What follows belongs to an exercise in optimizing a design on an open flow for small area, a short achievable clock period and few clock cycles; a production flow would make more cautious choices. No functional check of the RTL was part of this run. Power is estimated from default activity; no workload was simulated.

===== run.sh =====
#!/bin/bash
# synth_recipe.tcl (not shown) runs the flow's synth.tcl, then flattens the netlist and writes it again
# the make line also repeats each setting of config.mk as NAME=value (left out here)
make -C /OpenROAD-flow-scripts/flow DESIGN_CONFIG=/design/flow/config.mk WORK_HOME=/design/flow/orfs CLKGATE_MAP_FILE= SYNTH_SCRIPT=/design/flow/synth_recipe.tcl finish

===== config.mk =====
export PLATFORM = sky130hd
export DESIGN_NAME = sudoku_solver
export DESIGN_NICKNAME = sudoku_solver
export VERILOG_FILES = /design/flow/design.v
export SDC_FILE = /design/flow/constraint.sdc
export NUM_CORES = 4
export LEC_CHECK = 0
export CAP_MARGIN = 20
export CORE_MARGIN = 2
export CORE_UTILIZATION = 40
export SLEW_MARGIN = 20

===== constraint.sdc =====
create_clock -name core_clock -period 10.0 [get_ports {clk}]
set_input_delay 2.0000 -clock core_clock [delete_from_list [all_inputs] [get_ports {clk}]]
set_output_delay 2.0000 -clock core_clock [all_outputs]
set_load 0.01 [all_outputs]

===== design.v =====
`timescale 1ns/100ps
module sudoku_solver (
  input  logic        clk,
  input  logic        reset,
  input  logic        load_en_i,
  input  logic [3:0]  load_idx_i,
  input  logic [2:0]  load_third_en_i,   
  input  logic [80:0] load_row_i,
  input  logic        start_i,
  input  logic        abort_i,
  input  logic        credit_return_i,
  output logic        busy_o,
  output logic        solved_o,
  output logic        stuck_o,
  output logic        stream_valid_o,
  output logic [3:0]  stream_idx_o,
  output logic [80:0] stream_row_o
);
  localparam logic [1:0] ST_IDLE   = 2'd0;
  localparam logic [1:0] ST_SOLVE  = 2'd1;
  localparam logic [1:0] ST_STREAM = 2'd2;
  logic [80:0] grid [0:8];
  logic [1:0]  state;
  logic [1:0]  credits;
  logic [3:0]  idx;
  logic [8:0]  row_changed;    
  logic [80:0] out_row;
  logic [80:0] multi;          
  logic [80:0] zero;           
  logic [80:0] row_changed_c;  
  logic [80:0] smask [0:8];    
  logic [8:0]  row_u [0:8];
  logic [8:0]  col_u [0:8];
  logic [8:0]  box_u [0:8];
  logic [80:0] pruned [0:8];
  logic        all_settled;
  logic        emptied;
  logic        sweep_en;
  logic        finish;
  logic        send;
  genvar gi, gu;
  generate
    for (gi = 0; gi < 81; gi = gi + 1) begin : g_cell
      logic [8:0] v;
      logic       a0, a1, a2, t0, t1, t2;
      assign v  = grid[gi / 9][(gi % 9)*9 +: 9];
      assign a0 = |v[2:0];
      assign a1 = |v[5:3];
      assign a2 = |v[8:6];
      assign t0 = (v[0] & v[1]) | (v[0] & v[2]) | (v[1] & v[2]);
      assign t1 = (v[3] & v[4]) | (v[3] & v[5]) | (v[4] & v[5]);
      assign t2 = (v[6] & v[7]) | (v[6] & v[8]) | (v[7] & v[8]);
      assign multi[gi] = t0 | t1 | t2 | (a0 & a1) | (a0 & a2) | (a1 & a2);
      assign zero[gi]  = ~(a0 | a1 | a2);
      assign smask[gi / 9][(gi % 9)*9 +: 9] = multi[gi] ? 9'd0 : v;
    end
    for (gu = 0; gu < 9; gu = gu + 1) begin : g_unit
      assign row_u[gu] = smask[gu][0 +: 9]  | smask[gu][9 +: 9]  | smask[gu][18 +: 9] |
                         smask[gu][27 +: 9] | smask[gu][36 +: 9] | smask[gu][45 +: 9] |
                         smask[gu][54 +: 9] | smask[gu][63 +: 9] | smask[gu][72 +: 9];
      assign col_u[gu] = smask[0][gu*9 +: 9] | smask[1][gu*9 +: 9] | smask[2][gu*9 +: 9] |
                         smask[3][gu*9 +: 9] | smask[4][gu*9 +: 9] | smask[5][gu*9 +: 9] |
                         smask[6][gu*9 +: 9] | smask[7][gu*9 +: 9] | smask[8][gu*9 +: 9];
      assign box_u[gu] = smask[(gu/3)*3 + 0][(gu%3)*27 +: 9] | smask[(gu/3)*3 + 0][(gu%3)*27 + 9 +: 9] |
                         smask[(gu/3)*3 + 0][(gu%3)*27 + 18 +: 9] |
                         smask[(gu/3)*3 + 1][(gu%3)*27 +: 9] | smask[(gu/3)*3 + 1][(gu%3)*27 + 9 +: 9] |
                         smask[(gu/3)*3 + 1][(gu%3)*27 + 18 +: 9] |
                         smask[(gu/3)*3 + 2][(gu%3)*27 +: 9] | smask[(gu/3)*3 + 2][(gu%3)*27 + 9 +: 9] |
                         smask[(gu/3)*3 + 2][(gu%3)*27 + 18 +: 9];
    end
    for (gi = 0; gi < 81; gi = gi + 1) begin : g_prune
      logic [8:0] v;
      logic [8:0] hit;
      assign v   = grid[gi / 9][(gi % 9)*9 +: 9];
      assign hit = {9{multi[gi]}} & v &
                   (row_u[gi / 9] | col_u[gi % 9] | box_u[(gi / 27)*3 + (gi % 9)/3]);
      assign row_changed_c[gi] = |hit;
      assign pruned[gi / 9][(gi % 9)*9 +: 9] = v & ~(hit & {9{sweep_en}});
    end
  endgenerate
  assign all_settled = ~(|multi) & ~(|zero);
  assign emptied     = |zero;
  assign finish   = all_settled | emptied | ~(|row_changed);
  assign sweep_en = (state == ST_IDLE) ? start_i : ((state == ST_SOLVE) && !emptied);
  assign send     = (state == ST_STREAM) && (credits != 2'd0);
  assign busy_o         = (state != ST_IDLE);
  assign stream_valid_o = send;
  assign stream_idx_o   = idx;
  assign stream_row_o   = out_row;
  always_ff @(posedge clk) begin
    if (reset) begin
      state    <= ST_IDLE;
      credits  <= 2'd2;
      idx      <= '0;
      solved_o <= 1'b0;
      stuck_o  <= 1'b0;
    end else begin
      credits <= credits - {1'b0, send} + {1'b0, credit_return_i};
      case (state)
        ST_IDLE: begin
          if (start_i) begin
            state    <= ST_SOLVE;
            idx      <= '0;
            solved_o <= 1'b0;
            stuck_o  <= 1'b0;
          end
        end
        ST_SOLVE: begin
          if (abort_i) begin
            state <= ST_IDLE;
          end else if (finish) begin
            state    <= ST_STREAM;
            solved_o <= all_settled;
            stuck_o  <= ~all_settled;
          end
        end
        ST_STREAM: begin
          if (send) begin
            idx <= idx + 4'd1;
            if (idx == 4'd8) state <= ST_IDLE;
          end
        end
        default: state <= ST_IDLE;
      endcase
    end
  end
  always_ff @(posedge clk) begin
    for (int r = 0; r < 9; r++) row_changed[r] <= |row_changed_c[r*9 +: 9];
  end
  logic [3:0] idx_next;
  assign idx_next = (state != ST_STREAM) ? 4'd0 : (send ? idx + 4'd1 : idx);
  always_ff @(posedge clk) begin
    out_row <= '0;
    for (int r = 0; r < 9; r++)
      if (idx_next == r) out_row <= grid[r];
  end
  genvar gr, gt;
  generate
    for (gr = 0; gr < 9; gr = gr + 1) begin : g_row
      for (gt = 0; gt < 3; gt = gt + 1) begin : g_third
        always_ff @(posedge clk) begin
          if (load_en_i && (load_idx_i == gr) && load_third_en_i[gt])
            grid[gr][gt*27 +: 27] <= load_row_i[gt*27 +: 27];
          else
            grid[gr][gt*27 +: 27] <= pruned[gr][gt*27 +: 27];
        end
      end
    end
  endgenerate
endmodule

==> notes.md <==
## through the flow
stage / instances / utilization, %
2_1_floorplan: 9282 / -
3_3_place_gp: 11030 / 42.91
3_5_place_dp: 11030 / 43.00
4_1_cts: 11230 / 45.42
## cells in the mapped netlist (61+ instances only)
cell type / n / area (µm²)
nor3_1: 322 / 1612
and3_1: 215 / 1345
o21ai_0: 1709 / 8553
nor2_1: 410 / 1539
o211ai_1: 481 / 3611
a22oi_1: 196 / 1471
a222oi_1: 146 / 1461
buf_1: 120 / 450.4
nand3_1: 405 / 2027
nor4_1: 147 / 919.6
or2_2: 101 / 631.9
nand2_1: 1261 / 4733
or3_1: 160 / 1001
nand2b_1: 72 / 450.4
dfxtp_1: 829 / 16600
clkbuf_1: 684 / 2567
a21oi_1: 108 / 540.5
inv_1: 209 / 784.5
and2_1: 63 / 394.1
o31ai_1: 158 / 1186
nand4_1: 293 / 1833
maj3_1: 74 / 740.7
mux2i_1: 64 / 640.6
o2111ai_1: 61 / 534.3
## how the worst max path moves through the flow
stage | start | to | depth (start not counted)
2_1_floorplan | grid[8][41] | stuck_o | 11
3_3_place_gp | grid[4][28] | grid[4][46] | 12
3_5_place_dp | grid[4][55] | grid[4][46] | 13
4_1_cts | grid[4][55] | grid[4][46] | 13
## layer usage
| layer | GRT overflow | track usage (%) |
|---|---|---|
| met4 | 653 | 81.15 |
| met1 | 152 | 89.01 |
| met5 | 25 | 65.21 |
| met2 | 1141 | 96.06 |
| met3 | 202 | 81.69 |
## power groups by stage
stage	combinational [mW]	clock (mW)	sequential, mW
3_3_place_gp	47.5	0	8.61
2_1_floorplan	20.1	0	5.96
4_1_cts	47.4	4.39	8.58
3_5_place_dp	47.2	0	8.64
## kinds of logic after synthesis
kind of cell    synth area share (%)
flops                          25.91
xor+xnor                     0.06838
fa+ha+maj                      1.287
simple gates                   30.27
mux                            1.106
compound gates                 35.25
buf+inv                        6.106
==> results.toml <==
[clocking]
cts_buffer_depth = 3
h-tree-depth = 3
cts-root-buf = "clkbuf_16"
cts_setup_buffers = 0
hold_buffers = 0
cts_resized = 0
cts_made_buffers = 105
clock-sinks = 829

[placement]
place_ws_ns = 3.030
port-buffer-count = 182
hpwl_um = 529700
gp_congestion = 1.550
place_area_mm2 = 0.06827

[floorplan]
die_w_um = 404.2
ios = 183
start_util_pct = 40.35
die_y_um = 404.2
placementRows = 146

[outcome]
status = "aborted with a tool error"
lastStage = "5_1_grt"
toolErrorMsg = "[ERROR GRT-0116] Global routing finished with congestion. Check the congestion regions in the DRC Viewer."

[synthesis]
ys_ff_latch = 829
synth.cell_area_mm2 = 0.06406
seq_area_frac_synth_pct = 25.91
synthCells = 9282
synth_warnings = 7
syn-num-nets = 9380
synth_flop_cell = "dfxtp_1"
synth.avg_cell_area_um2 = 6.901
async_flop_share_pct = 0
yosysUniqueCellTypes = 94
synth_edf_count = 0

[grt]
grt_max_degree = 194
grt_pass1_wl_um = 1013000
grt_use_total_pct = 87.73
grt_pass1_vias = 101100
grt_remaining_overflow = 2173
